What follows belongs to an exercise in optimizing a design on an open flow for small area; a production flow would make more cautious choices.
In this exercise RTL edits were held to simulation tests only and were not proved equivalent to the original.
No activity file was given, so power comes from the tool's default toggle rates.

// cpu_top
module cpu_top (
    input  logic       clk_i,
    input  logic       reset,
    input  logic [7:0] instr_i,
    input  logic       data_or_reg_i,   
    input  logic [4:0] address_i,
    input  logic [1:0] byte_sel_i,
    output logic [7:0] value_o
);
    localparam int IW = 23;
    typedef enum logic [1:0] {LD_IDLE, LD_BYTES, LD_RUN} ld_state_e;
    ld_state_e  state;
    logic [8:0] cnt;        
    logic [5:0] ph;         
    logic [2:0] rc;         
    logic       run;        
    logic       wr_byte;    
    logic [3:0] m;          
    assign wr_byte = (state == LD_BYTES) && (instr_i != 8'hFF);
    assign m       = cnt[3:0];
    assign run     = rc[2];
    always_ff @(posedge clk_i or posedge reset) begin
        if (reset) begin
            state <= LD_IDLE;
            cnt   <= 9'd0;
            rc    <= 3'd0;
        end else begin
            case (state)
                LD_IDLE: begin
                    if (instr_i == 8'hFE) begin
                        state <= LD_BYTES;
                        cnt   <= 9'd0;
                    end
                end
                LD_BYTES: begin
                    if (instr_i == 8'hFF) state <= LD_RUN;
                    else                  cnt   <= cnt + 9'd1;
                end
                default: begin
                    if (!rc[2]) rc <= rc + 3'd1;
                end
            endcase
        end
    end
    always_ff @(posedge clk_i) begin
        if (state == LD_IDLE && instr_i == 8'hFE) ph <= 6'd59;   
        else                                      ph <= ph + 6'd1;
    end
    function automatic logic [3:0] byte0_code(input logic [7:0] b);
        logic [2:0] c;
        case (b[6:0])
            7'b0010011: c = 3'd1;
            7'b0000011: c = 3'd2;
            7'b0100011: c = 3'd3;
            7'b0110011: c = 3'd4;
            default:    c = 3'd0;
        endcase
        byte0_code = {b[7], c};
    endfunction
    function automatic logic [IW-1:0] compress(input logic [31:8] iw, input logic [3:0] c0);
        logic is_r, is_i, is_l, is_s, wr, rnz;
        logic [1:0] rop;
        logic [4:0] rd;
        rd   = {iw[11:8], c0[3]};
  ...
Size: about 8000 cells after synthesis, roughly 26 I/O pins.
Settings: LEC_CHECK=0, CAP_MARGIN=20, CELL_PAD_IN_SITES_DETAIL_PLACEMENT=0, CELL_PAD_IN_SITES_GLOBAL_PLACEMENT=0, CORE_MARGIN=2, CORE_UTILIZATION=40, GPL_ROUTABILITY_DRIVEN=1, PLACE_DENSITY=0.55, SETUP_SLACK_MARGIN=0.1, SLEW_MARGIN=20; clock period 10.0 ns.
standard.sh (not shown) runs the stock make flow with config.mk's settings and CLKGATE_MAP_FILE= SYNTH_SCRIPT=/design/flow/synth_recipe.tcl, a recipe that flattens the netlist after the stock synthesis.
==> flow/flow/run.sh <==
#!/bin/bash
# Layout flow: the standard ORFS flow (standard.sh), with these changes to how
# the layout is made:
#  - synthesis maps logic with an area-oriented ABC script (flow/abc_area.script)
#    instead of ORFS's delay-oriented one; everything else in synthesis is unchanged,
#    so the registers, their names and cell types are those of the standard synthesis;
#  - clock tree synthesis clusters more sinks per buffer and inserts no dummy loads;
#  - antenna repair aims 20% below the antenna ratio limits;
#  - the port buffers are buf_2 cells rather than the delay cells ORFS picks by default.
set -euo pipefail
WD=$(pwd)
rm -rf "$WD/scripts_custom"
cp -r "$FLOW_HOME/scripts" "$WD/scripts_custom"
cp "$WD/flow/abc_area.script" "$WD/scripts_custom/abc_speed.script"
sed -i 's/repair_antennas -iterations \$::env(MAX_REPAIR_ANTENNAS_ITER_GRT)/repair_antennas -iterations $::env(MAX_REPAIR_ANTENNAS_ITER_GRT) -ratio_margin 20/' "$WD/scripts_custom/global_route.tcl"
grep -q "ratio_margin 20" "$WD/scripts_custom/global_route.tcl"
CTS="-sink_clustering_enable -repair_clock_nets -sink_clustering_size 28 -sink_clustering_max_diameter 80 -buf_list {sky130_fd_sc_hd__clkbuf_8 sky130_fd_sc_hd__clkbuf_16} -dont_use_dummy_load"
bash "$WD/standard.sh" "SCRIPTS_DIR=$WD/scripts_custom" "CTS_ARGS=$CTS" "BUFFER_PORTS_ARGS=-buffer_cell sky130_fd_sc_hd__buf_2" finish > "$WD/flow_make.log" 2>&1
==> flow/flow/abc_area.script <==
&get -n
&st
&dch
&nf -R 50 -p -F 8 -C 32
&put
topo
The first run finished clean.
Rerun with:
--- a/flow/design.v
+++ b/flow/design.v
@@ -96,54 +96,51 @@
     logic [3:0]  bq0 [3];
     logic [31:8] bq  [3];
     always_ff @(posedge clk_i) begin
         for (int p = 0; p < 12; p++) begin
             if (wr_byte && cnt[7:0] == 8'(p)) begin
                 if (p % 4 == 0) bq0[p / 4] <= byte0_code(instr_i);
                 else            bq[p / 4][8 * (p % 4) +: 8] <= instr_i;
             end
         end
     end
     logic [IW-1:0] h0, h1;
-    logic [5:0]    hw0, hw1;
     logic          hv0, hv1;
     logic          cap;
     assign cap = wr_byte && (cnt[1:0] == 2'd3);
     always_ff @(posedge clk_i) begin
         if (cap) begin
             h0  <= compress({instr_i, b0, b1}, b2);
-            hw0 <= cnt[7:2];
             h1  <= h0;
-            hw1 <= hw0;
         end
     end
     always_ff @(posedge clk_i or posedge reset) begin
         if (reset) begin
             hv0 <= 1'b0;
             hv1 <= 1'b0;
         end else if (state == LD_IDLE) begin
             hv0 <= 1'b0;
             hv1 <= 1'b0;
         end else if (cap) begin
             hv0 <= 1'b1;
             hv1 <= hv0;
         end
     end
     logic [5:0]    d0, d1;
     logic          inj0, inj1;
     logic [2:0]    pt;
     logic [7:0]    inj;
     logic [IW-1:0] hsel;
     always_comb begin
-        d0   = ph + 6'd1 - hw0;    
-        d1   = ph + 6'd1 - hw1;
+        d0   = ph + 6'd2 - cnt[7:2];
+        d1   = ph + 6'd3 - cnt[7:2];
         inj0 = hv0 && (d0[2:0] == 3'd0);
         inj1 = hv1 && (d1[2:0] == 3'd0);
         pt   = inj1 ? d1[5:3] : d0[5:3];
         hsel = inj1 ? h1 : h0;
         for (int k = 0; k < 8; k++) inj[k] = (inj0 | inj1) && (pt == 3'(k));
     end
     logic [IW-1:0] ring [64];
     always_ff @(posedge clk_i) begin
         for (int i = 0; i < 64; i++) begin
             if (i % 8 == 0 && inj[i / 8]) ring[i] <= hsel;
             else                          ring[i] <= ring[(i + 63) % 64];
After rerunning: The changed run passed the timing, design-rule and antenna checks; setup slack degrades by 110 ps; clock-buffer cell count shrinks by 3; utilization came out higher by 0.11 points; final area barely changes; final cell count is about the same; sequential power is about the same; non-clock buffer count went up by 29; via count hardly moves.

## main
Another version of the RTL of cpu_top (not shown whole).
Size: ~7,900 cells after synthesis, ~3,700 flip-flops, roughly 26 I/O pins.
// cpu_top
module cpu_top (
    input  logic       clk_i,
    input  logic       reset,
    input  logic [7:0] instr_i,
    input  logic       data_or_reg_i,   
    input  logic [4:0] address_i,
    input  logic [1:0] byte_sel_i,
    output logic [7:0] value_o
);
Settings: LEC_CHECK=0, CAP_MARGIN=20, CELL_PAD_IN_SITES_DETAIL_PLACEMENT=0, CELL_PAD_IN_SITES_GLOBAL_PLACEMENT=0, CORE_MARGIN=2, CORE_UTILIZATION=40, GPL_ROUTABILITY_DRIVEN=1, PLACE_DENSITY=0.55, SETUP_SLACK_MARGIN=0.2, SLEW_MARGIN=20; clock period 10.0 ns.
==> flow/flow/run.sh <==
#!/bin/bash
# Layout flow: the standard ORFS flow (standard.sh), with these changes to how
# the layout is made:
#  - synthesis maps logic with an area-oriented ABC script (flow/abc_area.script)
#    instead of ORFS's delay-oriented one; everything else in synthesis is unchanged,
#    so the registers, their names and cell types are those of the standard synthesis;
#  - clock tree synthesis clusters more sinks per buffer and inserts no dummy loads;
#  - antenna repair aims 20% below the antenna ratio limits;
#  - the port buffers are buf_2 cells rather than the delay cells ORFS picks by default.
set -euo pipefail
WD=$(pwd)
rm -rf "$WD/scripts_custom"
cp -r "$FLOW_HOME/scripts" "$WD/scripts_custom"
cp "$WD/flow/abc_area.script" "$WD/scripts_custom/abc_speed.script"
sed -i 's/repair_antennas -iterations \$::env(MAX_REPAIR_ANTENNAS_ITER_GRT)/repair_antennas -iterations $::env(MAX_REPAIR_ANTENNAS_ITER_GRT) -ratio_margin 20/' "$WD/scripts_custom/global_route.tcl"
grep -q "ratio_margin 20" "$WD/scripts_custom/global_route.tcl"
CTS="-sink_clustering_enable -repair_clock_nets -sink_clustering_size 24 -sink_clustering_max_diameter 80 -buf_list {sky130_fd_sc_hd__clkbuf_8 sky130_fd_sc_hd__clkbuf_16} -dont_use_dummy_load"
bash "$WD/standard.sh" "SCRIPTS_DIR=$WD/scripts_custom" "CTS_ARGS=$CTS" "BUFFER_PORTS_ARGS=-buffer_cell sky130_fd_sc_hd__buf_2" finish > "$WD/flow_make.log" 2>&1
Scripts as last shown in full above: flow/flow/abc_area.script
Although it ran to completion, main produced a layout that fails the final checks because of negative setup slack.
The inputs of the feature branch differ from those of main as listed below.
--- a/flow/design.v
+++ b/flow/design.v
@@ -8,53 +8,51 @@
     input  logic [1:0] byte_sel_i,
     output logic [7:0] value_o
 );
     localparam int IW = 23;
     typedef enum logic [1:0] {LD_IDLE, LD_BYTES, LD_RUN} ld_state_e;
     ld_state_e  state;
     logic [8:0] cnt;        
     logic [5:0] ph;         
     logic [2:0] rc;         
     logic       run;        
     logic       wr_byte;    
-    logic [3:0] m;          
+    logic [5:0] pc;         
     assign wr_byte = (state == LD_BYTES) && (instr_i != 8'hFF);
-    assign m       = cnt[3:0];
     assign run     = rc[2];
     always_ff @(posedge clk_i or posedge reset) begin
         if (reset) begin
             state <= LD_IDLE;
             cnt   <= 9'd0;
             rc    <= 3'd0;
+            pc    <= 6'd0;
         end else begin
+            if (run) pc <= pc + 6'd1;
             case (state)
                 LD_IDLE: begin
                     if (instr_i == 8'hFE) begin
                         state <= LD_BYTES;
                         cnt   <= 9'd0;
                     end
                 end
                 LD_BYTES: begin
                     if (instr_i == 8'hFF) state <= LD_RUN;
                     else                  cnt   <= cnt + 9'd1;
                 end
                 default: begin
                     if (!rc[2]) rc <= rc + 3'd1;
                 end
             endcase
         end
     end
-    always_ff @(posedge clk_i) begin
-        if (state == LD_IDLE && instr_i == 8'hFE) ph <= 6'd59;   
-        else                                      ph <= ph + 6'd1;
-    end
+    always_ff @(posedge clk_i) ph <= ph + 6'd1;
     function automatic logic [3:0] byte0_code(input logic [7:0] b);
         logic [2:0] c;
         case (b[6:0])
             7'b0010011: c = 3'd1;
             7'b0000011: c = 3'd2;
             7'b0100011: c = 3'd3;
             7'b0110011: c = 3'd4;
             default:    c = 3'd0;
         endcase
         byte0_code = {b[7], c};
     endfunction
@@ -141,33 +139,35 @@
         pt   = inj1 ? d1[5:3] : d0[5:3];
         hsel = inj1 ? h1 : h0;
         for (int k = 0; k < 8; k++) inj[k] = (inj0 | inj1) && (pt == 3'(k));
     end
     logic [IW-1:0] ring [64];
     always_ff @(posedge clk_i) begin
         for (int i = 0; i < 64; i++) begin
             if (i % 8 == 0 && inj[i / 8]) ring[i] <= hsel;
             else                          ring[i] <= ring[(i + 63) % 64];
         end
     end
-    logic [5:0]    pc;
-    logic [IW-1:0] ring_m, b_word, x_word;
+    logic [5:0]    pcn, rslot;
+    logic [IW-1:0] ring_r, b_word, x_next, x_word;
     logic [1:0]    bsel;
     always_comb begin
-        pc     = ph - {2'b00, m};
-        ring_m = '0;
-        for (int i = 0; i < 16; i++) ring_m = ring_m | ({IW{m == 4'(i)}} & ring[i]);
-        bsel   = pc[1:0];
+        pcn    = pc + {5'd0, run};
+        rslot  = ph - pcn;
+        ring_r = '0;
+        for (int i = 0; i < 64; i++) ring_r = ring_r | ({IW{rslot == 6'(i)}} & ring[i]);
+        bsel   = pcn[1:0];
         b_word = compress(bq[bsel], bq0[bsel]);
-        x_word = (pc < 6'd3) ? b_word : ring_m;
-    end
+        x_next = (pcn < 6'd3) ? b_word : ring_r;
+    end
+    always_ff @(posedge clk_i) x_word <= x_next;
     logic       x_k, x_r, x_s;
     logic [4:0] x_p, x_a, x_q, x_rd;
     logic [11:0] x_y;
     assign {x_y, x_a, x_p, x_k} = x_word;
     assign x_q  = x_y[11:7];               
     assign x_r  = x_k && (x_p == 5'd0);
     assign x_s  = !x_k && (x_p == 5'd0);
     assign x_rd = x_r ? x_y[6:2] : x_p;    
     logic        wb_we, wb_ld;
     logic [4:0]  wb_rd;
     logic [31:0] wb_alu;
### Flow results
- Flip-flop and latch count: the feature branch higher than main
- Looking only at half-perimeter wire length after placement, and setting everything else aside, the higher value of the feature branch and main goes to the feature branch.
- The feature branch completed; timing, DRC and antenna clean
- The feature branch vs main — number of nets in the final layout climbed by a few percent
- Summary: with main as the reference, routed length on met1 in the feature branch moved up by more than 10%.
- The feature branch gives more via count than main did.
- main and the feature branch ended up with roughly the same initial standard-cell utilization of the core.
- Run comparison: the feature branch cell with the biggest individual delay on the critical path nor2_4; main cell with the biggest individual delay on the critical path a222oi_1

==> afterwards: timing with drivers on the ports <==
How much do the figures lean on ideal ports? The routed layouts below were timed once more, with nothing changed but the port constraints. Step 1, drivers: a clkbuf_16 drives clk_i and a buf_2 each remaining input, both assumed. Step 2 also shifts input and output timing later by t, the mid clock arrival at the registers, as if the neighbouring blocks saw the same clock. a / b / c = ideal ports / drivers / drivers and shift; a / b = the first two.
| run | shift t [ns] | slack for setup (ns) | worst data-port slew with drivers (ns) | cell pins on the clock port's net |
|---|---|---|---|---|
| the first run of note 1 | 0.985 | 0.704 / 0.638 / 0.638 | 0.20 | 1 |
| the second run of note 1 | 0.978 | 0.597 / 0.497 / 0.619 | 0.20 | 1 |
| main | 0.982 | -0.450 / -0.450 / -0.450 | 0.22 | 1 |
| the feature branch | 1.000 | 0.516 / 0.255 / 0.255 | 0.26 | 1 |
The setup slack of the feature branch, which loses most, moves by -0.261 ns with the drivers and by -0.261 ns with both steps.
